This design comes from an exercise in tuning for small area and few clock cycles per item on the open sky130 flow, not from production work. At most, simulation tests tie the RTL to the original design; equivalence was not proved. The RTL of run 1 was laid out without a check of its function.

==> flow/design.v (outline; a module is shown in full before it is edited, if it fits) <==
// module prdc_cfg_regs: 25 lines
// module prdc_sub_rca: 14 lines
// module prdc_error_stage: 70 lines
// module prdc_fa: 10 lines
// module prdc_ha: 9 lines
// module prdc_product_stage: 1984 lines
// module prdc_output_stage: 29 lines
// module pid_regulator_deadband_clamp: 99 lines
module pid_regulator_deadband_clamp #(
  parameter int GAIN_FRAC_BITS = 8,
  parameter int SUM_WIDTH      = 32
) (
  input  logic                                clk,
  input  logic                                rst,
  input  logic                                cfg_we,
  input  logic [prdc_pkg::CFG_IDX_W-1:0]      cfg_index,
  input  logic [prdc_pkg::CFG_DATA_W-1:0]     cfg_data,
  input  logic                                in_valid,
  output logic                                in_stall,
  input  logic [2*prdc_pkg::DATA_W-1:0]       in_data,
  output logic                                out_valid,
  input  logic                                out_stall,
  output logic [prdc_pkg::DATA_W:0]           out_data
);
  // ...
==> flow/run.sh <==
#!/bin/bash
# synth_recipe.tcl (not shown) runs the flow's synth.tcl, then flattens the netlist and writes it again
# the make line also repeats each setting of config.mk as NAME=value (left out here)
make -C /OpenROAD-flow-scripts/flow DESIGN_CONFIG=/design/flow/config.mk WORK_HOME=/design/flow/orfs CLKGATE_MAP_FILE= SYNTH_SCRIPT=/design/flow/synth_recipe.tcl finish
==> flow/config.mk <==
export PLATFORM = sky130hd
export DESIGN_NAME = pid_regulator_deadband_clamp
export DESIGN_NICKNAME = pid_regulator_deadband_clamp
export VERILOG_FILES = /design/flow/design.v
export SDC_FILE = /design/flow/constraint.sdc
export NUM_CORES = 4
export LEC_CHECK = 0
export CAP_MARGIN = 20
export CORE_MARGIN = 2
export CORE_UTILIZATION = 65
export SLEW_MARGIN = 20
export SYNTH_HIERARCHICAL = 1
export SYNTH_MINIMUM_KEEP_SIZE = 0
==> flow/constraint.sdc <==
create_clock -name core_clock -period 10.0 [get_ports {clk}]
set_input_delay 2.0000 -clock core_clock [delete_from_list [all_inputs] [get_ports {clk}]]
set_output_delay 2.0000 -clock core_clock [all_outputs]
set_load 0.01 [all_outputs]
==> results.py, run 1 <==
metrics = {
    "cts": {
        "cts_root_buf": "clkbuf_16",
        "cts_buffers": 17,
        "clkLatencyLatePin_ns": 0.48,
        "cts_tree": "built",
        "clockBufferDepth": 2,
    },
    "floorplanning": {
        "rows": 83,
        "die_height_um": 233,
        "die-area_mm2": 0.0543,
        "nWellTaps": 680,
    },
    "timing": {
        "maxSlewViolCount": 0,
        "clock_skew_ns": 0.0139,
    },
    "synthesis": {
        "synth_compound_area_share_pct": 15.2,
        "syn-mean-instance-area_um2": 10.7,
        "synth_cell_types": 88,
        "synthTopCellsByArea": "fa_1, edfxtp_1, xnor2_1",
    },
    "cells_and_area": {
        "sh_seq_area_pct": 15.2,
        "final_common_cell": "xnor2_1",
        "finalCoreUtilization_pct": 70.6,
        "regArea_mm2": 0.00553,
        "fin_cells": 3831,
        "clock_area_share_pct": 1.78,
    },
    "drt": {
        "post_drt_wl_per_cell_um": 31.2,
        "drt_iter0_markers": 3559,
        "wl_met1_mm": 43.4,
        "postRouteAntennaNets": 0,
    },
    "hold_path": {
        "worstHoldEndpoint": "valid_q",
    },
    "grt": {
        "grt-ovfl-total": 0,
        "grt_use_total_pct": 45.2,
        "top_usage_layer": "met2",
    },
    "outcome": {
        "status": "no timing/DRC/antenna violations",
    },
    "placement": {
        "dp_hpwl_mm": 94.4,
    },
}
==> module pid_regulator_deadband_clamp, before the edit <==
module pid_regulator_deadband_clamp #(
  parameter int GAIN_FRAC_BITS = 8,
  parameter int SUM_WIDTH      = 32
) (
  input  logic                                clk,
  input  logic                                rst,
  input  logic                                cfg_we,
  input  logic [prdc_pkg::CFG_IDX_W-1:0]      cfg_index,
  input  logic [prdc_pkg::CFG_DATA_W-1:0]     cfg_data,
  input  logic                                in_valid,
  output logic                                in_stall,
  input  logic [2*prdc_pkg::DATA_W-1:0]       in_data,
  output logic                                out_valid,
  input  logic                                out_stall,
  output logic [prdc_pkg::DATA_W:0]           out_data
);
  prdc_pkg::prdc_cfg_t cfg;
  logic                in_q_valid;
  logic                valid_q;
  logic                res_valid;
  logic                res_ready;
  logic                err_ready;
  logic                in_ready;
  logic                take;
  logic                sum_neg, sum_upper_nz, sum_low_nz;
  logic [14:0]         sum_mid;
  logic                res_neg, res_upper_nz, res_low_nz;
  logic [14:0]         res_mid;
  logic signed [16:0]  e;
  logic signed [31:0]  s;
  logic signed [17:0]  d;
  prdc_cfg_regs u_cfg (
    .clk       (clk),
    .rst       (rst),
    .cfg_we    (cfg_we),
    .cfg_index (cfg_index),
    .cfg_data  (cfg_data),
    .cfg       (cfg)
  );
  assign res_ready = ~res_valid | ~out_stall;
  assign err_ready = ~valid_q | res_ready;
  assign in_ready  = ~in_q_valid | err_ready;
  assign in_stall  = ~in_ready;
  assign take      = in_valid & in_ready;
  assign out_valid = res_valid;
  always_ff @(posedge clk) begin
    if (rst) begin
      in_q_valid <= 1'b0;
      valid_q    <= 1'b0;
      res_valid  <= 1'b0;
    end else begin
      if (in_ready)  in_q_valid <= in_valid;
      if (err_ready) valid_q    <= in_q_valid;
      if (res_ready) res_valid  <= valid_q;
    end
  end
  always_ff @(posedge clk) begin
    if (valid_q && res_ready) begin
      res_neg      <= sum_neg;
      res_upper_nz <= sum_upper_nz;
      res_mid      <= sum_mid;
      res_low_nz   <= sum_low_nz;
    end
  end
  prdc_error_stage u_error (
    .clk      (clk),
    .rst      (rst),
    .take     (take),
    .load     (in_q_valid & err_ready),
    .measured (in_data[31:16]),
    .setpoint (in_data[15:0]),
    .deadband (cfg.deadband),
    .e        (e),
    .s        (s),
    .d        (d)
  );
  prdc_product_stage u_product (
    .gain_p   (cfg.gain_p),
    .gain_i   (cfg.gain_i),
    .gain_d   (cfg.gain_d),
    .polarity (cfg.polarity),
    .e        (e),
    .s        (s),
    .d        (d),
    .neg      (sum_neg),
    .upper_nz (sum_upper_nz),
    .mid      (sum_mid),
    .low_nz   (sum_low_nz)
  );
  prdc_output_stage u_output (
    .neg      (res_neg),
    .upper_nz (res_upper_nz),
    .mid      (res_mid),
    .low_nz   (res_low_nz),
    .limit    (cfg.output_limit),
    .drive    (out_data[16:1]),
    .clamped  (out_data[0])
  );
endmodule
==> inputs of run 2 (changes only) <==
--- a/flow/design.v
+++ b/flow/design.v
@@ -148,41 +148,51 @@
   input  logic b,
   input  logic c,
   output logic s,
   output logic co
 );
   assign s  = a ^ b ^ c;
   assign co = (a & b) | (a & c) | (b & c);
 endmodule
+module prdc_booth_enc (
+  input  logic hi,
+  input  logic mid,
+  input  logic lo,
+  input  logic inv,
+  output logic one,
+  output logic two,
+  output logic neg
+);
+  assign one = mid ^ lo;
+  assign two = (hi & ~mid & ~lo) | (~hi & mid & lo);
+  assign neg = hi ^ inv;
+endmodule
 module prdc_ha (
   input  logic a,
   input  logic b,
   output logic s,
   output logic co
 );
   assign s  = a ^ b;
   assign co = a & b;
 endmodule
 module prdc_product_stage (
   input  logic signed [15:0] gain_p,
   input  logic signed [15:0] gain_i,
   input  logic signed [15:0] gain_d,
-  input  logic [1:0]         polarity,
+  input  logic               inv,
   input  logic signed [16:0] e,
   input  logic signed [31:0] s,
   input  logic signed [17:0] d,
   output logic               neg,
   output logic               upper_nz,
   output logic [14:0]        mid,
   output logic               low_nz
 );
-  logic en, inv;
-  assign en  = polarity[0];
-  assign inv = polarity[1];
   logic p_one0, p_two0, p_neg0;
   logic [17:0] p_r0;
   logic p_one1, p_two1, p_neg1;
   logic [17:0] p_r1;
   logic p_one2, p_two2, p_neg2;
   logic [17:0] p_r2;
   logic p_one3, p_two3, p_neg3;
   logic [17:0] p_r3;
@@ -743,19 +753,17 @@
   logic s1029, c1030;
   logic s1031, c1032;
   logic s1033, c1034;
   logic s1035, c1036;
   logic s1037, c1038;
   logic s1039, c1040;
   logic s1041, c1042;
   logic s1043, c1044;
-  assign p_one0 = en & (gain_p[0] ^ 1'b0);
-  assign p_two0 = en & ((gain_p[1] & ~gain_p[0] & ~1'b0) | (~gain_p[1] & gain_p[0] & 1'b0));
-  assign p_neg0 = en & (gain_p[1] ^ inv);
+  prdc_booth_enc u_enc_p0 (.hi(gain_p[1]), .mid(gain_p[0]), .lo(1'b0), .inv(inv), .one(p_one0), .two(p_two0), .neg(p_neg0));
   assign p_r0[0] = (p_one0 & e[0]) ^ p_neg0;
   assign p_r0[1] = ((p_one0 & e[1]) | (p_two0 & e[0])) ^ p_neg0;
   assign p_r0[2] = ((p_one0 & e[2]) | (p_two0 & e[1])) ^ p_neg0;
   assign p_r0[3] = ((p_one0 & e[3]) | (p_two0 & e[2])) ^ p_neg0;
   assign p_r0[4] = ((p_one0 & e[4]) | (p_two0 & e[3])) ^ p_neg0;
   assign p_r0[5] = ((p_one0 & e[5]) | (p_two0 & e[4])) ^ p_neg0;
   assign p_r0[6] = ((p_one0 & e[6]) | (p_two0 & e[5])) ^ p_neg0;
   assign p_r0[7] = ((p_one0 & e[7]) | (p_two0 & e[6])) ^ p_neg0;
@@ -764,19 +772,17 @@
   assign p_r0[10] = ((p_one0 & e[10]) | (p_two0 & e[9])) ^ p_neg0;
   assign p_r0[11] = ((p_one0 & e[11]) | (p_two0 & e[10])) ^ p_neg0;
   assign p_r0[12] = ((p_one0 & e[12]) | (p_two0 & e[11])) ^ p_neg0;
   assign p_r0[13] = ((p_one0 & e[13]) | (p_two0 & e[12])) ^ p_neg0;
   assign p_r0[14] = ((p_one0 & e[14]) | (p_two0 & e[13])) ^ p_neg0;
   assign p_r0[15] = ((p_one0 & e[15]) | (p_two0 & e[14])) ^ p_neg0;
   assign p_r0[16] = ((p_one0 & e[16]) | (p_two0 & e[15])) ^ p_neg0;
   assign p_r0[17] = ((p_one0 & e[16]) | (p_two0 & e[16])) ^ p_neg0;
-  assign p_one1 = en & (gain_p[2] ^ gain_p[1]);
-  assign p_two1 = en & ((gain_p[3] & ~gain_p[2] & ~gain_p[1]) | (~gain_p[3] & gain_p[2] & gain_p[1]));
-  assign p_neg1 = en & (gain_p[3] ^ inv);
+  prdc_booth_enc u_enc_p1 (.hi(gain_p[3]), .mid(gain_p[2]), .lo(gain_p[1]), .inv(inv), .one(p_one1), .two(p_two1), .neg(p_neg1));
   assign p_r1[0] = (p_one1 & e[0]) ^ p_neg1;
   assign p_r1[1] = ((p_one1 & e[1]) | (p_two1 & e[0])) ^ p_neg1;
   assign p_r1[2] = ((p_one1 & e[2]) | (p_two1 & e[1])) ^ p_neg1;
   assign p_r1[3] = ((p_one1 & e[3]) | (p_two1 & e[2])) ^ p_neg1;
   assign p_r1[4] = ((p_one1 & e[4]) | (p_two1 & e[3])) ^ p_neg1;
   assign p_r1[5] = ((p_one1 & e[5]) | (p_two1 & e[4])) ^ p_neg1;
   assign p_r1[6] = ((p_one1 & e[6]) | (p_two1 & e[5])) ^ p_neg1;
   assign p_r1[7] = ((p_one1 & e[7]) | (p_two1 & e[6])) ^ p_neg1;
@@ -785,19 +791,17 @@
   assign p_r1[10] = ((p_one1 & e[10]) | (p_two1 & e[9])) ^ p_neg1;
   assign p_r1[11] = ((p_one1 & e[11]) | (p_two1 & e[10])) ^ p_neg1;
   assign p_r1[12] = ((p_one1 & e[12]) | (p_two1 & e[11])) ^ p_neg1;
   assign p_r1[13] = ((p_one1 & e[13]) | (p_two1 & e[12])) ^ p_neg1;
   assign p_r1[14] = ((p_one1 & e[14]) | (p_two1 & e[13])) ^ p_neg1;
   assign p_r1[15] = ((p_one1 & e[15]) | (p_two1 & e[14])) ^ p_neg1;
   assign p_r1[16] = ((p_one1 & e[16]) | (p_two1 & e[15])) ^ p_neg1;
   assign p_r1[17] = ((p_one1 & e[16]) | (p_two1 & e[16])) ^ p_neg1;
-  assign p_one2 = en & (gain_p[4] ^ gain_p[3]);
-  assign p_two2 = en & ((gain_p[5] & ~gain_p[4] & ~gain_p[3]) | (~gain_p[5] & gain_p[4] & gain_p[3]));
-  assign p_neg2 = en & (gain_p[5] ^ inv);
+  prdc_booth_enc u_enc_p2 (.hi(gain_p[5]), .mid(gain_p[4]), .lo(gain_p[3]), .inv(inv), .one(p_one2), .two(p_two2), .neg(p_neg2));
   assign p_r2[0] = (p_one2 & e[0]) ^ p_neg2;
   assign p_r2[1] = ((p_one2 & e[1]) | (p_two2 & e[0])) ^ p_neg2;
   assign p_r2[2] = ((p_one2 & e[2]) | (p_two2 & e[1])) ^ p_neg2;
   assign p_r2[3] = ((p_one2 & e[3]) | (p_two2 & e[2])) ^ p_neg2;
   assign p_r2[4] = ((p_one2 & e[4]) | (p_two2 & e[3])) ^ p_neg2;
   assign p_r2[5] = ((p_one2 & e[5]) | (p_two2 & e[4])) ^ p_neg2;
   assign p_r2[6] = ((p_one2 & e[6]) | (p_two2 & e[5])) ^ p_neg2;
   assign p_r2[7] = ((p_one2 & e[7]) | (p_two2 & e[6])) ^ p_neg2;
@@ -806,19 +810,17 @@
   assign p_r2[10] = ((p_one2 & e[10]) | (p_two2 & e[9])) ^ p_neg2;
   assign p_r2[11] = ((p_one2 & e[11]) | (p_two2 & e[10])) ^ p_neg2;
   assign p_r2[12] = ((p_one2 & e[12]) | (p_two2 & e[11])) ^ p_neg2;
   assign p_r2[13] = ((p_one2 & e[13]) | (p_two2 & e[12])) ^ p_neg2;
   assign p_r2[14] = ((p_one2 & e[14]) | (p_two2 & e[13])) ^ p_neg2;
   assign p_r2[15] = ((p_one2 & e[15]) | (p_two2 & e[14])) ^ p_neg2;
   assign p_r2[16] = ((p_one2 & e[16]) | (p_two2 & e[15])) ^ p_neg2;
   assign p_r2[17] = ((p_one2 & e[16]) | (p_two2 & e[16])) ^ p_neg2;
-  assign p_one3 = en & (gain_p[6] ^ gain_p[5]);
-  assign p_two3 = en & ((gain_p[7] & ~gain_p[6] & ~gain_p[5]) | (~gain_p[7] & gain_p[6] & gain_p[5]));
-  assign p_neg3 = en & (gain_p[7] ^ inv);
+  prdc_booth_enc u_enc_p3 (.hi(gain_p[7]), .mid(gain_p[6]), .lo(gain_p[5]), .inv(inv), .one(p_one3), .two(p_two3), .neg(p_neg3));
   assign p_r3[0] = (p_one3 & e[0]) ^ p_neg3;
   assign p_r3[1] = ((p_one3 & e[1]) | (p_two3 & e[0])) ^ p_neg3;
   assign p_r3[2] = ((p_one3 & e[2]) | (p_two3 & e[1])) ^ p_neg3;
   assign p_r3[3] = ((p_one3 & e[3]) | (p_two3 & e[2])) ^ p_neg3;
   assign p_r3[4] = ((p_one3 & e[4]) | (p_two3 & e[3])) ^ p_neg3;
   assign p_r3[5] = ((p_one3 & e[5]) | (p_two3 & e[4])) ^ p_neg3;
   assign p_r3[6] = ((p_one3 & e[6]) | (p_two3 & e[5])) ^ p_neg3;
   assign p_r3[7] = ((p_one3 & e[7]) | (p_two3 & e[6])) ^ p_neg3;
@@ -827,19 +829,17 @@
   assign p_r3[10] = ((p_one3 & e[10]) | (p_two3 & e[9])) ^ p_neg3;
   assign p_r3[11] = ((p_one3 & e[11]) | (p_two3 & e[10])) ^ p_neg3;
   assign p_r3[12] = ((p_one3 & e[12]) | (p_two3 & e[11])) ^ p_neg3;
   assign p_r3[13] = ((p_one3 & e[13]) | (p_two3 & e[12])) ^ p_neg3;
   assign p_r3[14] = ((p_one3 & e[14]) | (p_two3 & e[13])) ^ p_neg3;
   assign p_r3[15] = ((p_one3 & e[15]) | (p_two3 & e[14])) ^ p_neg3;
   assign p_r3[16] = ((p_one3 & e[16]) | (p_two3 & e[15])) ^ p_neg3;
   assign p_r3[17] = ((p_one3 & e[16]) | (p_two3 & e[16])) ^ p_neg3;
-  assign p_one4 = en & (gain_p[8] ^ gain_p[7]);
-  assign p_two4 = en & ((gain_p[9] & ~gain_p[8] & ~gain_p[7]) | (~gain_p[9] & gain_p[8] & gain_p[7]));
-  assign p_neg4 = en & (gain_p[9] ^ inv);
+  prdc_booth_enc u_enc_p4 (.hi(gain_p[9]), .mid(gain_p[8]), .lo(gain_p[7]), .inv(inv), .one(p_one4), .two(p_two4), .neg(p_neg4));
   assign p_r4[0] = (p_one4 & e[0]) ^ p_neg4;
   assign p_r4[1] = ((p_one4 & e[1]) | (p_two4 & e[0])) ^ p_neg4;
   assign p_r4[2] = ((p_one4 & e[2]) | (p_two4 & e[1])) ^ p_neg4;
   assign p_r4[3] = ((p_one4 & e[3]) | (p_two4 & e[2])) ^ p_neg4;
   assign p_r4[4] = ((p_one4 & e[4]) | (p_two4 & e[3])) ^ p_neg4;
   assign p_r4[5] = ((p_one4 & e[5]) | (p_two4 & e[4])) ^ p_neg4;
   assign p_r4[6] = ((p_one4 & e[6]) | (p_two4 & e[5])) ^ p_neg4;
   assign p_r4[7] = ((p_one4 & e[7]) | (p_two4 & e[6])) ^ p_neg4;
@@ -848,19 +848,17 @@
   assign p_r4[10] = ((p_one4 & e[10]) | (p_two4 & e[9])) ^ p_neg4;
   assign p_r4[11] = ((p_one4 & e[11]) | (p_two4 & e[10])) ^ p_neg4;
   assign p_r4[12] = ((p_one4 & e[12]) | (p_two4 & e[11])) ^ p_neg4;
   assign p_r4[13] = ((p_one4 & e[13]) | (p_two4 & e[12])) ^ p_neg4;
   assign p_r4[14] = ((p_one4 & e[14]) | (p_two4 & e[13])) ^ p_neg4;
   assign p_r4[15] = ((p_one4 & e[15]) | (p_two4 & e[14])) ^ p_neg4;
   assign p_r4[16] = ((p_one4 & e[16]) | (p_two4 & e[15])) ^ p_neg4;
   assign p_r4[17] = ((p_one4 & e[16]) | (p_two4 & e[16])) ^ p_neg4;
-  assign p_one5 = en & (gain_p[10] ^ gain_p[9]);
-  assign p_two5 = en & ((gain_p[11] & ~gain_p[10] & ~gain_p[9]) | (~gain_p[11] & gain_p[10] & gain_p[9]));
-  assign p_neg5 = en & (gain_p[11] ^ inv);
+  prdc_booth_enc u_enc_p5 (.hi(gain_p[11]), .mid(gain_p[10]), .lo(gain_p[9]), .inv(inv), .one(p_one5), .two(p_two5), .neg(p_neg5));
   assign p_r5[0] = (p_one5 & e[0]) ^ p_neg5;
   assign p_r5[1] = ((p_one5 & e[1]) | (p_two5 & e[0])) ^ p_neg5;
   assign p_r5[2] = ((p_one5 & e[2]) | (p_two5 & e[1])) ^ p_neg5;
   assign p_r5[3] = ((p_one5 & e[3]) | (p_two5 & e[2])) ^ p_neg5;
   assign p_r5[4] = ((p_one5 & e[4]) | (p_two5 & e[3])) ^ p_neg5;
   assign p_r5[5] = ((p_one5 & e[5]) | (p_two5 & e[4])) ^ p_neg5;
   assign p_r5[6] = ((p_one5 & e[6]) | (p_two5 & e[5])) ^ p_neg5;
   assign p_r5[7] = ((p_one5 & e[7]) | (p_two5 & e[6])) ^ p_neg5;
@@ -869,19 +867,17 @@
   assign p_r5[10] = ((p_one5 & e[10]) | (p_two5 & e[9])) ^ p_neg5;
   assign p_r5[11] = ((p_one5 & e[11]) | (p_two5 & e[10])) ^ p_neg5;
   assign p_r5[12] = ((p_one5 & e[12]) | (p_two5 & e[11])) ^ p_neg5;
   assign p_r5[13] = ((p_one5 & e[13]) | (p_two5 & e[12])) ^ p_neg5;
   assign p_r5[14] = ((p_one5 & e[14]) | (p_two5 & e[13])) ^ p_neg5;
   assign p_r5[15] = ((p_one5 & e[15]) | (p_two5 & e[14])) ^ p_neg5;
   assign p_r5[16] = ((p_one5 & e[16]) | (p_two5 & e[15])) ^ p_neg5;
   assign p_r5[17] = ((p_one5 & e[16]) | (p_two5 & e[16])) ^ p_neg5;
-  assign p_one6 = en & (gain_p[12] ^ gain_p[11]);
-  assign p_two6 = en & ((gain_p[13] & ~gain_p[12] & ~gain_p[11]) | (~gain_p[13] & gain_p[12] & gain_p[11]));
-  assign p_neg6 = en & (gain_p[13] ^ inv);
+  prdc_booth_enc u_enc_p6 (.hi(gain_p[13]), .mid(gain_p[12]), .lo(gain_p[11]), .inv(inv), .one(p_one6), .two(p_two6), .neg(p_neg6));
   assign p_r6[0] = (p_one6 & e[0]) ^ p_neg6;
   assign p_r6[1] = ((p_one6 & e[1]) | (p_two6 & e[0])) ^ p_neg6;
   assign p_r6[2] = ((p_one6 & e[2]) | (p_two6 & e[1])) ^ p_neg6;
   assign p_r6[3] = ((p_one6 & e[3]) | (p_two6 & e[2])) ^ p_neg6;
   assign p_r6[4] = ((p_one6 & e[4]) | (p_two6 & e[3])) ^ p_neg6;
   assign p_r6[5] = ((p_one6 & e[5]) | (p_two6 & e[4])) ^ p_neg6;
   assign p_r6[6] = ((p_one6 & e[6]) | (p_two6 & e[5])) ^ p_neg6;
   assign p_r6[7] = ((p_one6 & e[7]) | (p_two6 & e[6])) ^ p_neg6;
@@ -890,19 +886,17 @@
   assign p_r6[10] = ((p_one6 & e[10]) | (p_two6 & e[9])) ^ p_neg6;
   assign p_r6[11] = ((p_one6 & e[11]) | (p_two6 & e[10])) ^ p_neg6;
   assign p_r6[12] = ((p_one6 & e[12]) | (p_two6 & e[11])) ^ p_neg6;
   assign p_r6[13] = ((p_one6 & e[13]) | (p_two6 & e[12])) ^ p_neg6;
   assign p_r6[14] = ((p_one6 & e[14]) | (p_two6 & e[13])) ^ p_neg6;
   assign p_r6[15] = ((p_one6 & e[15]) | (p_two6 & e[14])) ^ p_neg6;
   assign p_r6[16] = ((p_one6 & e[16]) | (p_two6 & e[15])) ^ p_neg6;
   assign p_r6[17] = ((p_one6 & e[16]) | (p_two6 & e[16])) ^ p_neg6;
-  assign p_one7 = en & (gain_p[14] ^ gain_p[13]);
-  assign p_two7 = en & ((gain_p[15] & ~gain_p[14] & ~gain_p[13]) | (~gain_p[15] & gain_p[14] & gain_p[13]));
-  assign p_neg7 = en & (gain_p[15] ^ inv);
+  prdc_booth_enc u_enc_p7 (.hi(gain_p[15]), .mid(gain_p[14]), .lo(gain_p[13]), .inv(inv), .one(p_one7), .two(p_two7), .neg(p_neg7));
   assign p_r7[0] = (p_one7 & e[0]) ^ p_neg7;
   assign p_r7[1] = ((p_one7 & e[1]) | (p_two7 & e[0])) ^ p_neg7;
   assign p_r7[2] = ((p_one7 & e[2]) | (p_two7 & e[1])) ^ p_neg7;
   assign p_r7[3] = ((p_one7 & e[3]) | (p_two7 & e[2])) ^ p_neg7;
   assign p_r7[4] = ((p_one7 & e[4]) | (p_two7 & e[3])) ^ p_neg7;
   assign p_r7[5] = ((p_one7 & e[5]) | (p_two7 & e[4])) ^ p_neg7;
   assign p_r7[6] = ((p_one7 & e[6]) | (p_two7 & e[5])) ^ p_neg7;
   assign p_r7[7] = ((p_one7 & e[7]) | (p_two7 & e[6])) ^ p_neg7;
@@ -911,19 +905,17 @@
   assign p_r7[10] = ((p_one7 & e[10]) | (p_two7 & e[9])) ^ p_neg7;
   assign p_r7[11] = ((p_one7 & e[11]) | (p_two7 & e[10])) ^ p_neg7;
   assign p_r7[12] = ((p_one7 & e[12]) | (p_two7 & e[11])) ^ p_neg7;
   assign p_r7[13] = ((p_one7 & e[13]) | (p_two7 & e[12])) ^ p_neg7;
   assign p_r7[14] = ((p_one7 & e[14]) | (p_two7 & e[13])) ^ p_neg7;
   assign p_r7[15] = ((p_one7 & e[15]) | (p_two7 & e[14])) ^ p_neg7;
   assign p_r7[16] = ((p_one7 & e[16]) | (p_two7 & e[15])) ^ p_neg7;
   assign p_r7[17] = ((p_one7 & e[16]) | (p_two7 & e[16])) ^ p_neg7;
-  assign i_one0 = en & (gain_i[0] ^ 1'b0);
-  assign i_two0 = en & ((gain_i[1] & ~gain_i[0] & ~1'b0) | (~gain_i[1] & gain_i[0] & 1'b0));
-  assign i_neg0 = en & (gain_i[1] ^ inv);
+  prdc_booth_enc u_enc_i0 (.hi(gain_i[1]), .mid(gain_i[0]), .lo(1'b0), .inv(inv), .one(i_one0), .two(i_two0), .neg(i_neg0));
   assign i_r0[0] = (i_one0 & s[0]) ^ i_neg0;
   assign i_r0[1] = ((i_one0 & s[1]) | (i_two0 & s[0])) ^ i_neg0;
   assign i_r0[2] = ((i_one0 & s[2]) | (i_two0 & s[1])) ^ i_neg0;
   assign i_r0[3] = ((i_one0 & s[3]) | (i_two0 & s[2])) ^ i_neg0;
   assign i_r0[4] = ((i_one0 & s[4]) | (i_two0 & s[3])) ^ i_neg0;
   assign i_r0[5] = ((i_one0 & s[5]) | (i_two0 & s[4])) ^ i_neg0;
   assign i_r0[6] = ((i_one0 & s[6]) | (i_two0 & s[5])) ^ i_neg0;
   assign i_r0[7] = ((i_one0 & s[7]) | (i_two0 & s[6])) ^ i_neg0;
@@ -947,19 +939,17 @@
   assign i_r0[25] = ((i_one0 & s[25]) | (i_two0 & s[24])) ^ i_neg0;
   assign i_r0[26] = ((i_one0 & s[26]) | (i_two0 & s[25])) ^ i_neg0;
   assign i_r0[27] = ((i_one0 & s[27]) | (i_two0 & s[26])) ^ i_neg0;
   assign i_r0[28] = ((i_one0 & s[28]) | (i_two0 & s[27])) ^ i_neg0;
   assign i_r0[29] = ((i_one0 & s[29]) | (i_two0 & s[28])) ^ i_neg0;
   assign i_r0[30] = ((i_one0 & s[30]) | (i_two0 & s[29])) ^ i_neg0;
   assign i_r0[31] = ((i_one0 & s[31]) | (i_two0 & s[30])) ^ i_neg0;
   assign i_r0[32] = ((i_one0 & s[31]) | (i_two0 & s[31])) ^ i_neg0;
-  assign i_one1 = en & (gain_i[2] ^ gain_i[1]);
-  assign i_two1 = en & ((gain_i[3] & ~gain_i[2] & ~gain_i[1]) | (~gain_i[3] & gain_i[2] & gain_i[1]));
-  assign i_neg1 = en & (gain_i[3] ^ inv);
+  prdc_booth_enc u_enc_i1 (.hi(gain_i[3]), .mid(gain_i[2]), .lo(gain_i[1]), .inv(inv), .one(i_one1), .two(i_two1), .neg(i_neg1));
   assign i_r1[0] = (i_one1 & s[0]) ^ i_neg1;
   assign i_r1[1] = ((i_one1 & s[1]) | (i_two1 & s[0])) ^ i_neg1;
   assign i_r1[2] = ((i_one1 & s[2]) | (i_two1 & s[1])) ^ i_neg1;
   assign i_r1[3] = ((i_one1 & s[3]) | (i_two1 & s[2])) ^ i_neg1;
   assign i_r1[4] = ((i_one1 & s[4]) | (i_two1 & s[3])) ^ i_neg1;
   assign i_r1[5] = ((i_one1 & s[5]) | (i_two1 & s[4])) ^ i_neg1;
   assign i_r1[6] = ((i_one1 & s[6]) | (i_two1 & s[5])) ^ i_neg1;
   assign i_r1[7] = ((i_one1 & s[7]) | (i_two1 & s[6])) ^ i_neg1;
@@ -983,19 +973,17 @@
   assign i_r1[25] = ((i_one1 & s[25]) | (i_two1 & s[24])) ^ i_neg1;
   assign i_r1[26] = ((i_one1 & s[26]) | (i_two1 & s[25])) ^ i_neg1;
   assign i_r1[27] = ((i_one1 & s[27]) | (i_two1 & s[26])) ^ i_neg1;
   assign i_r1[28] = ((i_one1 & s[28]) | (i_two1 & s[27])) ^ i_neg1;
   assign i_r1[29] = ((i_one1 & s[29]) | (i_two1 & s[28])) ^ i_neg1;
   assign i_r1[30] = ((i_one1 & s[30]) | (i_two1 & s[29])) ^ i_neg1;
   assign i_r1[31] = ((i_one1 & s[31]) | (i_two1 & s[30])) ^ i_neg1;
   assign i_r1[32] = ((i_one1 & s[31]) | (i_two1 & s[31])) ^ i_neg1;
-  assign i_one2 = en & (gain_i[4] ^ gain_i[3]);
-  assign i_two2 = en & ((gain_i[5] & ~gain_i[4] & ~gain_i[3]) | (~gain_i[5] & gain_i[4] & gain_i[3]));
-  assign i_neg2 = en & (gain_i[5] ^ inv);
+  prdc_booth_enc u_enc_i2 (.hi(gain_i[5]), .mid(gain_i[4]), .lo(gain_i[3]), .inv(inv), .one(i_one2), .two(i_two2), .neg(i_neg2));
   assign i_r2[0] = (i_one2 & s[0]) ^ i_neg2;
   assign i_r2[1] = ((i_one2 & s[1]) | (i_two2 & s[0])) ^ i_neg2;
   assign i_r2[2] = ((i_one2 & s[2]) | (i_two2 & s[1])) ^ i_neg2;
   assign i_r2[3] = ((i_one2 & s[3]) | (i_two2 & s[2])) ^ i_neg2;
   assign i_r2[4] = ((i_one2 & s[4]) | (i_two2 & s[3])) ^ i_neg2;
   assign i_r2[5] = ((i_one2 & s[5]) | (i_two2 & s[4])) ^ i_neg2;
   assign i_r2[6] = ((i_one2 & s[6]) | (i_two2 & s[5])) ^ i_neg2;
   assign i_r2[7] = ((i_one2 & s[7]) | (i_two2 & s[6])) ^ i_neg2;
@@ -1019,19 +1007,17 @@
   assign i_r2[25] = ((i_one2 & s[25]) | (i_two2 & s[24])) ^ i_neg2;
   assign i_r2[26] = ((i_one2 & s[26]) | (i_two2 & s[25])) ^ i_neg2;
   assign i_r2[27] = ((i_one2 & s[27]) | (i_two2 & s[26])) ^ i_neg2;
   assign i_r2[28] = ((i_one2 & s[28]) | (i_two2 & s[27])) ^ i_neg2;
   assign i_r2[29] = ((i_one2 & s[29]) | (i_two2 & s[28])) ^ i_neg2;
   assign i_r2[30] = ((i_one2 & s[30]) | (i_two2 & s[29])) ^ i_neg2;
   assign i_r2[31] = ((i_one2 & s[31]) | (i_two2 & s[30])) ^ i_neg2;
   assign i_r2[32] = ((i_one2 & s[31]) | (i_two2 & s[31])) ^ i_neg2;
-  assign i_one3 = en & (gain_i[6] ^ gain_i[5]);
-  assign i_two3 = en & ((gain_i[7] & ~gain_i[6] & ~gain_i[5]) | (~gain_i[7] & gain_i[6] & gain_i[5]));
-  assign i_neg3 = en & (gain_i[7] ^ inv);
+  prdc_booth_enc u_enc_i3 (.hi(gain_i[7]), .mid(gain_i[6]), .lo(gain_i[5]), .inv(inv), .one(i_one3), .two(i_two3), .neg(i_neg3));
   assign i_r3[0] = (i_one3 & s[0]) ^ i_neg3;
   assign i_r3[1] = ((i_one3 & s[1]) | (i_two3 & s[0])) ^ i_neg3;
   assign i_r3[2] = ((i_one3 & s[2]) | (i_two3 & s[1])) ^ i_neg3;
   assign i_r3[3] = ((i_one3 & s[3]) | (i_two3 & s[2])) ^ i_neg3;
   assign i_r3[4] = ((i_one3 & s[4]) | (i_two3 & s[3])) ^ i_neg3;
   assign i_r3[5] = ((i_one3 & s[5]) | (i_two3 & s[4])) ^ i_neg3;
   assign i_r3[6] = ((i_one3 & s[6]) | (i_two3 & s[5])) ^ i_neg3;
   assign i_r3[7] = ((i_one3 & s[7]) | (i_two3 & s[6])) ^ i_neg3;
@@ -1055,19 +1041,17 @@
   assign i_r3[25] = ((i_one3 & s[25]) | (i_two3 & s[24])) ^ i_neg3;
   assign i_r3[26] = ((i_one3 & s[26]) | (i_two3 & s[25])) ^ i_neg3;
   assign i_r3[27] = ((i_one3 & s[27]) | (i_two3 & s[26])) ^ i_neg3;
   assign i_r3[28] = ((i_one3 & s[28]) | (i_two3 & s[27])) ^ i_neg3;
   assign i_r3[29] = ((i_one3 & s[29]) | (i_two3 & s[28])) ^ i_neg3;
   assign i_r3[30] = ((i_one3 & s[30]) | (i_two3 & s[29])) ^ i_neg3;
   assign i_r3[31] = ((i_one3 & s[31]) | (i_two3 & s[30])) ^ i_neg3;
   assign i_r3[32] = ((i_one3 & s[31]) | (i_two3 & s[31])) ^ i_neg3;
-  assign i_one4 = en & (gain_i[8] ^ gain_i[7]);
-  assign i_two4 = en & ((gain_i[9] & ~gain_i[8] & ~gain_i[7]) | (~gain_i[9] & gain_i[8] & gain_i[7]));
-  assign i_neg4 = en & (gain_i[9] ^ inv);
+  prdc_booth_enc u_enc_i4 (.hi(gain_i[9]), .mid(gain_i[8]), .lo(gain_i[7]), .inv(inv), .one(i_one4), .two(i_two4), .neg(i_neg4));
   assign i_r4[0] = (i_one4 & s[0]) ^ i_neg4;
   assign i_r4[1] = ((i_one4 & s[1]) | (i_two4 & s[0])) ^ i_neg4;
   assign i_r4[2] = ((i_one4 & s[2]) | (i_two4 & s[1])) ^ i_neg4;
   assign i_r4[3] = ((i_one4 & s[3]) | (i_two4 & s[2])) ^ i_neg4;
   assign i_r4[4] = ((i_one4 & s[4]) | (i_two4 & s[3])) ^ i_neg4;
   assign i_r4[5] = ((i_one4 & s[5]) | (i_two4 & s[4])) ^ i_neg4;
   assign i_r4[6] = ((i_one4 & s[6]) | (i_two4 & s[5])) ^ i_neg4;
   assign i_r4[7] = ((i_one4 & s[7]) | (i_two4 & s[6])) ^ i_neg4;
@@ -1091,19 +1075,17 @@
   assign i_r4[25] = ((i_one4 & s[25]) | (i_two4 & s[24])) ^ i_neg4;
   assign i_r4[26] = ((i_one4 & s[26]) | (i_two4 & s[25])) ^ i_neg4;
   assign i_r4[27] = ((i_one4 & s[27]) | (i_two4 & s[26])) ^ i_neg4;
   assign i_r4[28] = ((i_one4 & s[28]) | (i_two4 & s[27])) ^ i_neg4;
   assign i_r4[29] = ((i_one4 & s[29]) | (i_two4 & s[28])) ^ i_neg4;
   assign i_r4[30] = ((i_one4 & s[30]) | (i_two4 & s[29])) ^ i_neg4;
   assign i_r4[31] = ((i_one4 & s[31]) | (i_two4 & s[30])) ^ i_neg4;
   assign i_r4[32] = ((i_one4 & s[31]) | (i_two4 & s[31])) ^ i_neg4;
-  assign i_one5 = en & (gain_i[10] ^ gain_i[9]);
-  assign i_two5 = en & ((gain_i[11] & ~gain_i[10] & ~gain_i[9]) | (~gain_i[11] & gain_i[10] & gain_i[9]));
-  assign i_neg5 = en & (gain_i[11] ^ inv);
+  prdc_booth_enc u_enc_i5 (.hi(gain_i[11]), .mid(gain_i[10]), .lo(gain_i[9]), .inv(inv), .one(i_one5), .two(i_two5), .neg(i_neg5));
   assign i_r5[0] = (i_one5 & s[0]) ^ i_neg5;
   assign i_r5[1] = ((i_one5 & s[1]) | (i_two5 & s[0])) ^ i_neg5;
   assign i_r5[2] = ((i_one5 & s[2]) | (i_two5 & s[1])) ^ i_neg5;
   assign i_r5[3] = ((i_one5 & s[3]) | (i_two5 & s[2])) ^ i_neg5;
   assign i_r5[4] = ((i_one5 & s[4]) | (i_two5 & s[3])) ^ i_neg5;
   assign i_r5[5] = ((i_one5 & s[5]) | (i_two5 & s[4])) ^ i_neg5;
   assign i_r5[6] = ((i_one5 & s[6]) | (i_two5 & s[5])) ^ i_neg5;
   assign i_r5[7] = ((i_one5 & s[7]) | (i_two5 & s[6])) ^ i_neg5;
@@ -1127,19 +1109,17 @@
   assign i_r5[25] = ((i_one5 & s[25]) | (i_two5 & s[24])) ^ i_neg5;
   assign i_r5[26] = ((i_one5 & s[26]) | (i_two5 & s[25])) ^ i_neg5;
   assign i_r5[27] = ((i_one5 & s[27]) | (i_two5 & s[26])) ^ i_neg5;
   assign i_r5[28] = ((i_one5 & s[28]) | (i_two5 & s[27])) ^ i_neg5;
   assign i_r5[29] = ((i_one5 & s[29]) | (i_two5 & s[28])) ^ i_neg5;
   assign i_r5[30] = ((i_one5 & s[30]) | (i_two5 & s[29])) ^ i_neg5;
   assign i_r5[31] = ((i_one5 & s[31]) | (i_two5 & s[30])) ^ i_neg5;
   assign i_r5[32] = ((i_one5 & s[31]) | (i_two5 & s[31])) ^ i_neg5;
-  assign i_one6 = en & (gain_i[12] ^ gain_i[11]);
-  assign i_two6 = en & ((gain_i[13] & ~gain_i[12] & ~gain_i[11]) | (~gain_i[13] & gain_i[12] & gain_i[11]));
-  assign i_neg6 = en & (gain_i[13] ^ inv);
+  prdc_booth_enc u_enc_i6 (.hi(gain_i[13]), .mid(gain_i[12]), .lo(gain_i[11]), .inv(inv), .one(i_one6), .two(i_two6), .neg(i_neg6));
   assign i_r6[0] = (i_one6 & s[0]) ^ i_neg6;
   assign i_r6[1] = ((i_one6 & s[1]) | (i_two6 & s[0])) ^ i_neg6;
   assign i_r6[2] = ((i_one6 & s[2]) | (i_two6 & s[1])) ^ i_neg6;
   assign i_r6[3] = ((i_one6 & s[3]) | (i_two6 & s[2])) ^ i_neg6;
   assign i_r6[4] = ((i_one6 & s[4]) | (i_two6 & s[3])) ^ i_neg6;
   assign i_r6[5] = ((i_one6 & s[5]) | (i_two6 & s[4])) ^ i_neg6;
   assign i_r6[6] = ((i_one6 & s[6]) | (i_two6 & s[5])) ^ i_neg6;
   assign i_r6[7] = ((i_one6 & s[7]) | (i_two6 & s[6])) ^ i_neg6;
@@ -1163,19 +1143,17 @@
   assign i_r6[25] = ((i_one6 & s[25]) | (i_two6 & s[24])) ^ i_neg6;
   assign i_r6[26] = ((i_one6 & s[26]) | (i_two6 & s[25])) ^ i_neg6;
   assign i_r6[27] = ((i_one6 & s[27]) | (i_two6 & s[26])) ^ i_neg6;
   assign i_r6[28] = ((i_one6 & s[28]) | (i_two6 & s[27])) ^ i_neg6;
   assign i_r6[29] = ((i_one6 & s[29]) | (i_two6 & s[28])) ^ i_neg6;
   assign i_r6[30] = ((i_one6 & s[30]) | (i_two6 & s[29])) ^ i_neg6;
   assign i_r6[31] = ((i_one6 & s[31]) | (i_two6 & s[30])) ^ i_neg6;
   assign i_r6[32] = ((i_one6 & s[31]) | (i_two6 & s[31])) ^ i_neg6;
-  assign i_one7 = en & (gain_i[14] ^ gain_i[13]);
-  assign i_two7 = en & ((gain_i[15] & ~gain_i[14] & ~gain_i[13]) | (~gain_i[15] & gain_i[14] & gain_i[13]));
-  assign i_neg7 = en & (gain_i[15] ^ inv);
+  prdc_booth_enc u_enc_i7 (.hi(gain_i[15]), .mid(gain_i[14]), .lo(gain_i[13]), .inv(inv), .one(i_one7), .two(i_two7), .neg(i_neg7));
   assign i_r7[0] = (i_one7 & s[0]) ^ i_neg7;
   assign i_r7[1] = ((i_one7 & s[1]) | (i_two7 & s[0])) ^ i_neg7;
   assign i_r7[2] = ((i_one7 & s[2]) | (i_two7 & s[1])) ^ i_neg7;
   assign i_r7[3] = ((i_one7 & s[3]) | (i_two7 & s[2])) ^ i_neg7;
   assign i_r7[4] = ((i_one7 & s[4]) | (i_two7 & s[3])) ^ i_neg7;
   assign i_r7[5] = ((i_one7 & s[5]) | (i_two7 & s[4])) ^ i_neg7;
   assign i_r7[6] = ((i_one7 & s[6]) | (i_two7 & s[5])) ^ i_neg7;
   assign i_r7[7] = ((i_one7 & s[7]) | (i_two7 & s[6])) ^ i_neg7;
@@ -1199,19 +1177,17 @@
   assign i_r7[25] = ((i_one7 & s[25]) | (i_two7 & s[24])) ^ i_neg7;
   assign i_r7[26] = ((i_one7 & s[26]) | (i_two7 & s[25])) ^ i_neg7;
   assign i_r7[27] = ((i_one7 & s[27]) | (i_two7 & s[26])) ^ i_neg7;
   assign i_r7[28] = ((i_one7 & s[28]) | (i_two7 & s[27])) ^ i_neg7;
   assign i_r7[29] = ((i_one7 & s[29]) | (i_two7 & s[28])) ^ i_neg7;
   assign i_r7[30] = ((i_one7 & s[30]) | (i_two7 & s[29])) ^ i_neg7;
   assign i_r7[31] = ((i_one7 & s[31]) | (i_two7 & s[30])) ^ i_neg7;
   assign i_r7[32] = ((i_one7 & s[31]) | (i_two7 & s[31])) ^ i_neg7;
-  assign d_one0 = en & (gain_d[0] ^ 1'b0);
-  assign d_two0 = en & ((gain_d[1] & ~gain_d[0] & ~1'b0) | (~gain_d[1] & gain_d[0] & 1'b0));
-  assign d_neg0 = en & (gain_d[1] ^ inv);
+  prdc_booth_enc u_enc_d0 (.hi(gain_d[1]), .mid(gain_d[0]), .lo(1'b0), .inv(inv), .one(d_one0), .two(d_two0), .neg(d_neg0));
   assign d_r0[0] = (d_one0 & d[0]) ^ d_neg0;
   assign d_r0[1] = ((d_one0 & d[1]) | (d_two0 & d[0])) ^ d_neg0;
   assign d_r0[2] = ((d_one0 & d[2]) | (d_two0 & d[1])) ^ d_neg0;
   assign d_r0[3] = ((d_one0 & d[3]) | (d_two0 & d[2])) ^ d_neg0;
   assign d_r0[4] = ((d_one0 & d[4]) | (d_two0 & d[3])) ^ d_neg0;
   assign d_r0[5] = ((d_one0 & d[5]) | (d_two0 & d[4])) ^ d_neg0;
   assign d_r0[6] = ((d_one0 & d[6]) | (d_two0 & d[5])) ^ d_neg0;
   assign d_r0[7] = ((d_one0 & d[7]) | (d_two0 & d[6])) ^ d_neg0;
@@ -1221,19 +1197,17 @@
   assign d_r0[11] = ((d_one0 & d[11]) | (d_two0 & d[10])) ^ d_neg0;
   assign d_r0[12] = ((d_one0 & d[12]) | (d_two0 & d[11])) ^ d_neg0;
   assign d_r0[13] = ((d_one0 & d[13]) | (d_two0 & d[12])) ^ d_neg0;
   assign d_r0[14] = ((d_one0 & d[14]) | (d_two0 & d[13])) ^ d_neg0;
   assign d_r0[15] = ((d_one0 & d[15]) | (d_two0 & d[14])) ^ d_neg0;
   assign d_r0[16] = ((d_one0 & d[16]) | (d_two0 & d[15])) ^ d_neg0;
   assign d_r0[17] = ((d_one0 & d[17]) | (d_two0 & d[16])) ^ d_neg0;
   assign d_r0[18] = ((d_one0 & d[17]) | (d_two0 & d[17])) ^ d_neg0;
-  assign d_one1 = en & (gain_d[2] ^ gain_d[1]);
-  assign d_two1 = en & ((gain_d[3] & ~gain_d[2] & ~gain_d[1]) | (~gain_d[3] & gain_d[2] & gain_d[1]));
-  assign d_neg1 = en & (gain_d[3] ^ inv);
+  prdc_booth_enc u_enc_d1 (.hi(gain_d[3]), .mid(gain_d[2]), .lo(gain_d[1]), .inv(inv), .one(d_one1), .two(d_two1), .neg(d_neg1));
   assign d_r1[0] = (d_one1 & d[0]) ^ d_neg1;
   assign d_r1[1] = ((d_one1 & d[1]) | (d_two1 & d[0])) ^ d_neg1;
   assign d_r1[2] = ((d_one1 & d[2]) | (d_two1 & d[1])) ^ d_neg1;
   assign d_r1[3] = ((d_one1 & d[3]) | (d_two1 & d[2])) ^ d_neg1;
   assign d_r1[4] = ((d_one1 & d[4]) | (d_two1 & d[3])) ^ d_neg1;
   assign d_r1[5] = ((d_one1 & d[5]) | (d_two1 & d[4])) ^ d_neg1;
   assign d_r1[6] = ((d_one1 & d[6]) | (d_two1 & d[5])) ^ d_neg1;
   assign d_r1[7] = ((d_one1 & d[7]) | (d_two1 & d[6])) ^ d_neg1;
@@ -1243,19 +1217,17 @@
   assign d_r1[11] = ((d_one1 & d[11]) | (d_two1 & d[10])) ^ d_neg1;
   assign d_r1[12] = ((d_one1 & d[12]) | (d_two1 & d[11])) ^ d_neg1;
   assign d_r1[13] = ((d_one1 & d[13]) | (d_two1 & d[12])) ^ d_neg1;
   assign d_r1[14] = ((d_one1 & d[14]) | (d_two1 & d[13])) ^ d_neg1;
   assign d_r1[15] = ((d_one1 & d[15]) | (d_two1 & d[14])) ^ d_neg1;
   assign d_r1[16] = ((d_one1 & d[16]) | (d_two1 & d[15])) ^ d_neg1;
   assign d_r1[17] = ((d_one1 & d[17]) | (d_two1 & d[16])) ^ d_neg1;
   assign d_r1[18] = ((d_one1 & d[17]) | (d_two1 & d[17])) ^ d_neg1;
-  assign d_one2 = en & (gain_d[4] ^ gain_d[3]);
-  assign d_two2 = en & ((gain_d[5] & ~gain_d[4] & ~gain_d[3]) | (~gain_d[5] & gain_d[4] & gain_d[3]));
-  assign d_neg2 = en & (gain_d[5] ^ inv);
+  prdc_booth_enc u_enc_d2 (.hi(gain_d[5]), .mid(gain_d[4]), .lo(gain_d[3]), .inv(inv), .one(d_one2), .two(d_two2), .neg(d_neg2));
   assign d_r2[0] = (d_one2 & d[0]) ^ d_neg2;
   assign d_r2[1] = ((d_one2 & d[1]) | (d_two2 & d[0])) ^ d_neg2;
   assign d_r2[2] = ((d_one2 & d[2]) | (d_two2 & d[1])) ^ d_neg2;
   assign d_r2[3] = ((d_one2 & d[3]) | (d_two2 & d[2])) ^ d_neg2;
   assign d_r2[4] = ((d_one2 & d[4]) | (d_two2 & d[3])) ^ d_neg2;
   assign d_r2[5] = ((d_one2 & d[5]) | (d_two2 & d[4])) ^ d_neg2;
   assign d_r2[6] = ((d_one2 & d[6]) | (d_two2 & d[5])) ^ d_neg2;
   assign d_r2[7] = ((d_one2 & d[7]) | (d_two2 & d[6])) ^ d_neg2;
@@ -1265,19 +1237,17 @@
   assign d_r2[11] = ((d_one2 & d[11]) | (d_two2 & d[10])) ^ d_neg2;
   assign d_r2[12] = ((d_one2 & d[12]) | (d_two2 & d[11])) ^ d_neg2;
   assign d_r2[13] = ((d_one2 & d[13]) | (d_two2 & d[12])) ^ d_neg2;
   assign d_r2[14] = ((d_one2 & d[14]) | (d_two2 & d[13])) ^ d_neg2;
   assign d_r2[15] = ((d_one2 & d[15]) | (d_two2 & d[14])) ^ d_neg2;
   assign d_r2[16] = ((d_one2 & d[16]) | (d_two2 & d[15])) ^ d_neg2;
   assign d_r2[17] = ((d_one2 & d[17]) | (d_two2 & d[16])) ^ d_neg2;
   assign d_r2[18] = ((d_one2 & d[17]) | (d_two2 & d[17])) ^ d_neg2;
-  assign d_one3 = en & (gain_d[6] ^ gain_d[5]);
-  assign d_two3 = en & ((gain_d[7] & ~gain_d[6] & ~gain_d[5]) | (~gain_d[7] & gain_d[6] & gain_d[5]));
-  assign d_neg3 = en & (gain_d[7] ^ inv);
+  prdc_booth_enc u_enc_d3 (.hi(gain_d[7]), .mid(gain_d[6]), .lo(gain_d[5]), .inv(inv), .one(d_one3), .two(d_two3), .neg(d_neg3));
   assign d_r3[0] = (d_one3 & d[0]) ^ d_neg3;
   assign d_r3[1] = ((d_one3 & d[1]) | (d_two3 & d[0])) ^ d_neg3;
   assign d_r3[2] = ((d_one3 & d[2]) | (d_two3 & d[1])) ^ d_neg3;
   assign d_r3[3] = ((d_one3 & d[3]) | (d_two3 & d[2])) ^ d_neg3;
   assign d_r3[4] = ((d_one3 & d[4]) | (d_two3 & d[3])) ^ d_neg3;
   assign d_r3[5] = ((d_one3 & d[5]) | (d_two3 & d[4])) ^ d_neg3;
   assign d_r3[6] = ((d_one3 & d[6]) | (d_two3 & d[5])) ^ d_neg3;
   assign d_r3[7] = ((d_one3 & d[7]) | (d_two3 & d[6])) ^ d_neg3;
@@ -1287,19 +1257,17 @@
   assign d_r3[11] = ((d_one3 & d[11]) | (d_two3 & d[10])) ^ d_neg3;
   assign d_r3[12] = ((d_one3 & d[12]) | (d_two3 & d[11])) ^ d_neg3;
   assign d_r3[13] = ((d_one3 & d[13]) | (d_two3 & d[12])) ^ d_neg3;
   assign d_r3[14] = ((d_one3 & d[14]) | (d_two3 & d[13])) ^ d_neg3;
   assign d_r3[15] = ((d_one3 & d[15]) | (d_two3 & d[14])) ^ d_neg3;
   assign d_r3[16] = ((d_one3 & d[16]) | (d_two3 & d[15])) ^ d_neg3;
   assign d_r3[17] = ((d_one3 & d[17]) | (d_two3 & d[16])) ^ d_neg3;
   assign d_r3[18] = ((d_one3 & d[17]) | (d_two3 & d[17])) ^ d_neg3;
-  assign d_one4 = en & (gain_d[8] ^ gain_d[7]);
-  assign d_two4 = en & ((gain_d[9] & ~gain_d[8] & ~gain_d[7]) | (~gain_d[9] & gain_d[8] & gain_d[7]));
-  assign d_neg4 = en & (gain_d[9] ^ inv);
+  prdc_booth_enc u_enc_d4 (.hi(gain_d[9]), .mid(gain_d[8]), .lo(gain_d[7]), .inv(inv), .one(d_one4), .two(d_two4), .neg(d_neg4));
   assign d_r4[0] = (d_one4 & d[0]) ^ d_neg4;
   assign d_r4[1] = ((d_one4 & d[1]) | (d_two4 & d[0])) ^ d_neg4;
   assign d_r4[2] = ((d_one4 & d[2]) | (d_two4 & d[1])) ^ d_neg4;
   assign d_r4[3] = ((d_one4 & d[3]) | (d_two4 & d[2])) ^ d_neg4;
   assign d_r4[4] = ((d_one4 & d[4]) | (d_two4 & d[3])) ^ d_neg4;
   assign d_r4[5] = ((d_one4 & d[5]) | (d_two4 & d[4])) ^ d_neg4;
   assign d_r4[6] = ((d_one4 & d[6]) | (d_two4 & d[5])) ^ d_neg4;
   assign d_r4[7] = ((d_one4 & d[7]) | (d_two4 & d[6])) ^ d_neg4;
@@ -1309,19 +1277,17 @@
   assign d_r4[11] = ((d_one4 & d[11]) | (d_two4 & d[10])) ^ d_neg4;
   assign d_r4[12] = ((d_one4 & d[12]) | (d_two4 & d[11])) ^ d_neg4;
   assign d_r4[13] = ((d_one4 & d[13]) | (d_two4 & d[12])) ^ d_neg4;
   assign d_r4[14] = ((d_one4 & d[14]) | (d_two4 & d[13])) ^ d_neg4;
   assign d_r4[15] = ((d_one4 & d[15]) | (d_two4 & d[14])) ^ d_neg4;
   assign d_r4[16] = ((d_one4 & d[16]) | (d_two4 & d[15])) ^ d_neg4;
   assign d_r4[17] = ((d_one4 & d[17]) | (d_two4 & d[16])) ^ d_neg4;
   assign d_r4[18] = ((d_one4 & d[17]) | (d_two4 & d[17])) ^ d_neg4;
-  assign d_one5 = en & (gain_d[10] ^ gain_d[9]);
-  assign d_two5 = en & ((gain_d[11] & ~gain_d[10] & ~gain_d[9]) | (~gain_d[11] & gain_d[10] & gain_d[9]));
-  assign d_neg5 = en & (gain_d[11] ^ inv);
+  prdc_booth_enc u_enc_d5 (.hi(gain_d[11]), .mid(gain_d[10]), .lo(gain_d[9]), .inv(inv), .one(d_one5), .two(d_two5), .neg(d_neg5));
   assign d_r5[0] = (d_one5 & d[0]) ^ d_neg5;
   assign d_r5[1] = ((d_one5 & d[1]) | (d_two5 & d[0])) ^ d_neg5;
   assign d_r5[2] = ((d_one5 & d[2]) | (d_two5 & d[1])) ^ d_neg5;
   assign d_r5[3] = ((d_one5 & d[3]) | (d_two5 & d[2])) ^ d_neg5;
   assign d_r5[4] = ((d_one5 & d[4]) | (d_two5 & d[3])) ^ d_neg5;
   assign d_r5[5] = ((d_one5 & d[5]) | (d_two5 & d[4])) ^ d_neg5;
   assign d_r5[6] = ((d_one5 & d[6]) | (d_two5 & d[5])) ^ d_neg5;
   assign d_r5[7] = ((d_one5 & d[7]) | (d_two5 & d[6])) ^ d_neg5;
@@ -1331,19 +1297,17 @@
   assign d_r5[11] = ((d_one5 & d[11]) | (d_two5 & d[10])) ^ d_neg5;
   assign d_r5[12] = ((d_one5 & d[12]) | (d_two5 & d[11])) ^ d_neg5;
   assign d_r5[13] = ((d_one5 & d[13]) | (d_two5 & d[12])) ^ d_neg5;
   assign d_r5[14] = ((d_one5 & d[14]) | (d_two5 & d[13])) ^ d_neg5;
   assign d_r5[15] = ((d_one5 & d[15]) | (d_two5 & d[14])) ^ d_neg5;
   assign d_r5[16] = ((d_one5 & d[16]) | (d_two5 & d[15])) ^ d_neg5;
   assign d_r5[17] = ((d_one5 & d[17]) | (d_two5 & d[16])) ^ d_neg5;
   assign d_r5[18] = ((d_one5 & d[17]) | (d_two5 & d[17])) ^ d_neg5;
-  assign d_one6 = en & (gain_d[12] ^ gain_d[11]);
-  assign d_two6 = en & ((gain_d[13] & ~gain_d[12] & ~gain_d[11]) | (~gain_d[13] & gain_d[12] & gain_d[11]));
-  assign d_neg6 = en & (gain_d[13] ^ inv);
+  prdc_booth_enc u_enc_d6 (.hi(gain_d[13]), .mid(gain_d[12]), .lo(gain_d[11]), .inv(inv), .one(d_one6), .two(d_two6), .neg(d_neg6));
   assign d_r6[0] = (d_one6 & d[0]) ^ d_neg6;
   assign d_r6[1] = ((d_one6 & d[1]) | (d_two6 & d[0])) ^ d_neg6;
   assign d_r6[2] = ((d_one6 & d[2]) | (d_two6 & d[1])) ^ d_neg6;
   assign d_r6[3] = ((d_one6 & d[3]) | (d_two6 & d[2])) ^ d_neg6;
   assign d_r6[4] = ((d_one6 & d[4]) | (d_two6 & d[3])) ^ d_neg6;
   assign d_r6[5] = ((d_one6 & d[5]) | (d_two6 & d[4])) ^ d_neg6;
   assign d_r6[6] = ((d_one6 & d[6]) | (d_two6 & d[5])) ^ d_neg6;
   assign d_r6[7] = ((d_one6 & d[7]) | (d_two6 & d[6])) ^ d_neg6;
@@ -1353,19 +1317,17 @@
   assign d_r6[11] = ((d_one6 & d[11]) | (d_two6 & d[10])) ^ d_neg6;
   assign d_r6[12] = ((d_one6 & d[12]) | (d_two6 & d[11])) ^ d_neg6;
   assign d_r6[13] = ((d_one6 & d[13]) | (d_two6 & d[12])) ^ d_neg6;
   assign d_r6[14] = ((d_one6 & d[14]) | (d_two6 & d[13])) ^ d_neg6;
   assign d_r6[15] = ((d_one6 & d[15]) | (d_two6 & d[14])) ^ d_neg6;
   assign d_r6[16] = ((d_one6 & d[16]) | (d_two6 & d[15])) ^ d_neg6;
   assign d_r6[17] = ((d_one6 & d[17]) | (d_two6 & d[16])) ^ d_neg6;
   assign d_r6[18] = ((d_one6 & d[17]) | (d_two6 & d[17])) ^ d_neg6;
-  assign d_one7 = en & (gain_d[14] ^ gain_d[13]);
-  assign d_two7 = en & ((gain_d[15] & ~gain_d[14] & ~gain_d[13]) | (~gain_d[15] & gain_d[14] & gain_d[13]));
-  assign d_neg7 = en & (gain_d[15] ^ inv);
+  prdc_booth_enc u_enc_d7 (.hi(gain_d[15]), .mid(gain_d[14]), .lo(gain_d[13]), .inv(inv), .one(d_one7), .two(d_two7), .neg(d_neg7));
   assign d_r7[0] = (d_one7 & d[0]) ^ d_neg7;
   assign d_r7[1] = ((d_one7 & d[1]) | (d_two7 & d[0])) ^ d_neg7;
   assign d_r7[2] = ((d_one7 & d[2]) | (d_two7 & d[1])) ^ d_neg7;
   assign d_r7[3] = ((d_one7 & d[3]) | (d_two7 & d[2])) ^ d_neg7;
   assign d_r7[4] = ((d_one7 & d[4]) | (d_two7 & d[3])) ^ d_neg7;
   assign d_r7[5] = ((d_one7 & d[5]) | (d_two7 & d[4])) ^ d_neg7;
   assign d_r7[6] = ((d_one7 & d[6]) | (d_two7 & d[5])) ^ d_neg7;
   assign d_r7[7] = ((d_one7 & d[7]) | (d_two7 & d[6])) ^ d_neg7;
@@ -2228,20 +2190,20 @@
     end else begin
       if (in_ready)  in_q_valid <= in_valid;
       if (err_ready) valid_q    <= in_q_valid;
       if (res_ready) res_valid  <= valid_q;
     end
   end
   always_ff @(posedge clk) begin
     if (valid_q && res_ready) begin
-      res_neg      <= sum_neg;
-      res_upper_nz <= sum_upper_nz;
-      res_mid      <= sum_mid;
-      res_low_nz   <= sum_low_nz;
+      res_neg      <= sum_neg & cfg.polarity[0];
+      res_upper_nz <= sum_upper_nz & cfg.polarity[0];
+      res_mid      <= sum_mid & {15{cfg.polarity[0]}};
+      res_low_nz   <= sum_low_nz & cfg.polarity[0];
     end
   end
   prdc_error_stage u_error (
     .clk      (clk),
     .rst      (rst),
     .take     (take),
     .load     (in_q_valid & err_ready),
     .measured (in_data[31:16]),
@@ -2250,17 +2212,17 @@
     .e        (e),
     .s        (s),
     .d        (d)
   );
   prdc_product_stage u_product (
     .gain_p   (cfg.gain_p),
     .gain_i   (cfg.gain_i),
     .gain_d   (cfg.gain_d),
-    .polarity (cfg.polarity),
+    .inv      (cfg.polarity[1]),
     .e        (e),
     .s        (s),
     .d        (d),
     .neg      (sum_neg),
     .upper_nz (sum_upper_nz),
     .mid      (sum_mid),
     .low_nz   (sum_low_nz)
   );
==> results.py, run 2 <==
metrics = {
    "floorplanning": {
        "rows": 82,
        "io_pins": 75,
        "die_height_um": 230,
        "start_util_pct": 66.1,
        "die-area_mm2": 0.0531,
        "die_w_um": 230,
        "coreArea_mm2": 0.0504,
    },
    "drt": {
        "routed_via_density": 7.01,
        "postRouteAntennaNets": 0,
        "post_drt_wl_per_cell_um": 31.3,
        "drc": 0,
        "num_vias": 25700,
        "drt_iter0_markers": 3425,
        "dr.pass1.iters": 9,
        "routed_wirelength_mm": 115,
    },
    "run": {
        "max-cap-violations": 0,
    },
    "synthesis": {
        "yosys_warnings": 10,
        "synth_top_area_cell": "fa_1",
        "synth_flop_cell": "edfxtp_1",
        "synth_edf_count": 182,
        "synthArstFlopShare_pct": 0,
        "seq_area_frac_synth_pct": 16.6,
        "synthTopCellsByCount": "xnor2_1, fa_1, a22oi_1",
        "yosys.cell_count.top_type": "xnor2_1",
        "synth_area_mm2": 0.0333,
        "synth_top_area_share_pct": 33.5,
        "syn-instance-count": 3033,
        "synthTopCellsByArea": "fa_1, edfxtp_1, xnor2_1",
        "yosys_register_bits": 185,
        "syn-mean-instance-area_um2": 11.0,
        "synth_cell_types": 86,
    },
    "setup_path": {
        "r2r-start": "u_cfg.cfg[57]",
        "cp-end-kind": "register",
        "reg2reg_depth": 27,
        "critPathMaxFanout": 22,
        "cp_data_required_time_ns": 10.21,
        "critPathLaunch": "u_cfg.cfg[57]",
        "critPathLaunchType": "register",
        "rrSetupSlack_ns": 0.27,
        "regToRegEndpoint": "res_upper_nz",
        "crit_type": "register to register",
        "worstPathArrival_ns": 9.94,
    },
    "hold_path": {
        "min_from": "in_q_valid",
        "whs_path_depth": 2,
        "min_path_type": "register to register",
        "worstHoldEndpoint": "valid_q",
    },
    "cells_and_area": {
        "multiInputGateArea_mm2": 0.0264,
        "top_regs": "u_cfg.cfg: 80 flops, u_error.s: 32 flops, u_error.d: 18 flops",
        "finalCoreUtilization_pct": 71.4,
        "nets": 3704,
        "final_common_cell": "xnor2_1",
        "area_growth_pct": 7.94,
        "top_register": "u_cfg.cfg",
        "diodes": 0,
        "drive_above_1_share_pct": 12.4,
        "most-common-layout-cells": "xnor2_1, fa_1, a22oi_1",
        "largest_reg_flops": 80,
        "fillers": 3644,
        "fin_cells": 3663,
        "regArea_mm2": 0.00553,
    },
    "placement": {
        "routabilityCongestion": 1.08,
        "dp_hpwl_mm": 88.7,
        "place_inst": 3631,
        "place_ws_ns": 0.0701,
        "numPortBuffers": 74,
    },
    "grt": {
        "grt_pass1_wl_mm": 171,
        "grt-ovfl-total": 0,
        "grt_pass1_vias": 26700,
        "grt_use_total_pct": 44.1,
        "grt_max_degree": 78,
        "antenna_found_initial": 1,
    },
    "outcome": {
        "status": "no timing/DRC/antenna violations",
    },
    "timing": {
        "finalHoldViolCount": 0,
        "finalWorstSetupSlack_ns": 0.270,
        "maxSlewViolCount": 0,
        "setup_violations": 0,
        "tightestPinTransition_ns": 1.12,
        "clock_skew_ns": 0.0136,
        "period_needed_ns": 9.73,
        "finalSetupTns_ns": 0,
        "rsz0062_at_grt": "no",
        "fmax_mhz": 103,
        "relSlewSlack_pct": 25.1,
        "post-route-period-util_pct": 97.3,
    },
    "cts": {
        "clkLatencyLatePin_ns": 0.45,
        "clock_sinks": 185,
        "cts_tree": "built",
        "holdBufCountCts": 0,
        "path_clk_slew_ns": 0.08,
        "cts_buffers": 17,
        "clockBufferDepth": 2,
        "cts.repair.resized": 0,
        "post_cts_buffers": 0,
        "cts_root_buf": "clkbuf_16",
        "h-tree-depth": 4,
    },
}
-- run 2: changes by cell type after synthesis, moves of 28 or more --
cell,before,now
and2_1,83,7
nand2_1,135,96
clkbuf_1,215,282
buf_2,66,4
xor2_1,75,103
mux2i_1,42,9
-- run 2: layout make-up --
type | count | area share (%)
clock buffers | 17 | 1.18
clock inverters | 15 | 0.567
inverters | 81 | 0.846
multi-input cells | 2421 | 73.4
flip-flops and latches | 185 | 15.4
well taps | 672 | 2.34
repair buffers | 272 | 6.25
-- run 2: critical path, cell delays in order (launching register included) --
cell and delay [ns]:
edfxtp_1 0.61, nand2b_1 0.13, o22ai_2 0.59, buf_4 0.44, a22oi_1 0.17, xnor2_1 0.19
fa_1 0.42, fa_1 0.46, fa_1 0.62, fa_1 0.46, fa_1 0.40, fa_1 0.58
fa_1 0.48, ha_1 0.34, and4_1 0.22, a221o_1 0.32, a21o_1 0.19, nor2_2 0.39
inv_2 0.09, a21o_4 0.23, a21o_1 0.17, a21o_1 0.17, ha_1 0.29, nand4_1 0.13
or4_1 0.48, nor4_1 0.28, a31oi_1 0.25, and2_2 0.35
-- run 2: how the worst max path moves through the flow --
stage,endpoint,slack [ns],cells past startpoint
finish,res_upper_nz,0.27,27
global route,res_upper_nz,0.07,27
CTS,res_upper_nz,0.51,27
detailed placement,u_error.err_q[10],0.07,21
global placement,u_error.err_q[0],0.18,21
floorplan,u_error.err_q[10],0.12,22
-- run 2: cells by family (layout without fill, tap and decap cells) --
family,Yosys count,after routing,synth area share (%)
AOI/OAI and AO/OA,714,714,16.1
adders and majority gates,670,670,37.7
DFF,185,185,16.6
xor gates and xnor gates,684,684,18.0
buffers and inverters,435,385,5.28
other,2,10,0.0225
muxes,35,35,1.19
and+or+nand+nor,308,308,5.08
-- run 2: per-layer routing --
layer,GRT usage [%],wire length (um),up-vias
li1,-,-,10300
met1,57.8,42300,13000
met2,66.7,50800,1913
met3,13.3,14500,407
met4,22.9,7040,2
met5,0,13,-
-- run 2: metrics by stage --
stage	area, um^2	hold WS [ns]
floorplan	33300	0.428
global placement	35300	0.443
detailed placement	35300	0.458
CTS	35900	0.469
global route	35900	0.505
finish	35900	0.470
-- run 2: modules after synthesis, one instance, submodules excluded, a selection --
module	area (um^2)	flip-flops and latches
prdc_ha	12.5	0
prdc_output_stage	1030	0
prdc_fa	20.0	0
prdc_booth_enc	40.0	0
prdc_cfg_regs	2710	80
prdc_error_stage	3880	84
prdc_product_stage	11700	0
pid_regulator_deadband_clamp	803	21
Testbench counts of run 2, summed over its fixed seeds: cycles 16,676, items 16,384.

re-timing with driven ports:
In the flow no input, the clock included, has a driving cell. The finished layouts below were timed again as built, in two steps. Step 1 (the two cells are an assumption about what drives the block):
set clk [get_ports {clk}]
set_driving_cell -lib_cell sky130_fd_sc_hd__clkbuf_16 $clk
set_driving_cell -lib_cell sky130_fd_sc_hd__buf_2 [delete_from_list [all_inputs] $clk]
Step 2 times the ports against the registers' clock, not the clock port: input delays grow and output delays shrink by t, the midpoint of the rising clock arrivals with the driver on. Three values: no drivers, after step 1, after step 2; two values: the first two.
| run | t (ns) | setup slack, ns | hold slack, ns | worst setup path after step 2 |
|---|---|---|---|---|
| run 1 | 0.527 | 0.484 / 0.484 / 0.090 | 0.471 / 0.471 / 0.471 | input to register |
| run 2 | 0.502 | 0.270 / 0.270 / 0.095 | 0.470 / 0.470 / 0.470 | input to register |
After both steps every run listed still meets setup and hold. For run 1, which loses most, drivers alone change the setup slack by 0.000 ns; drivers and shift together by -0.394 ns.
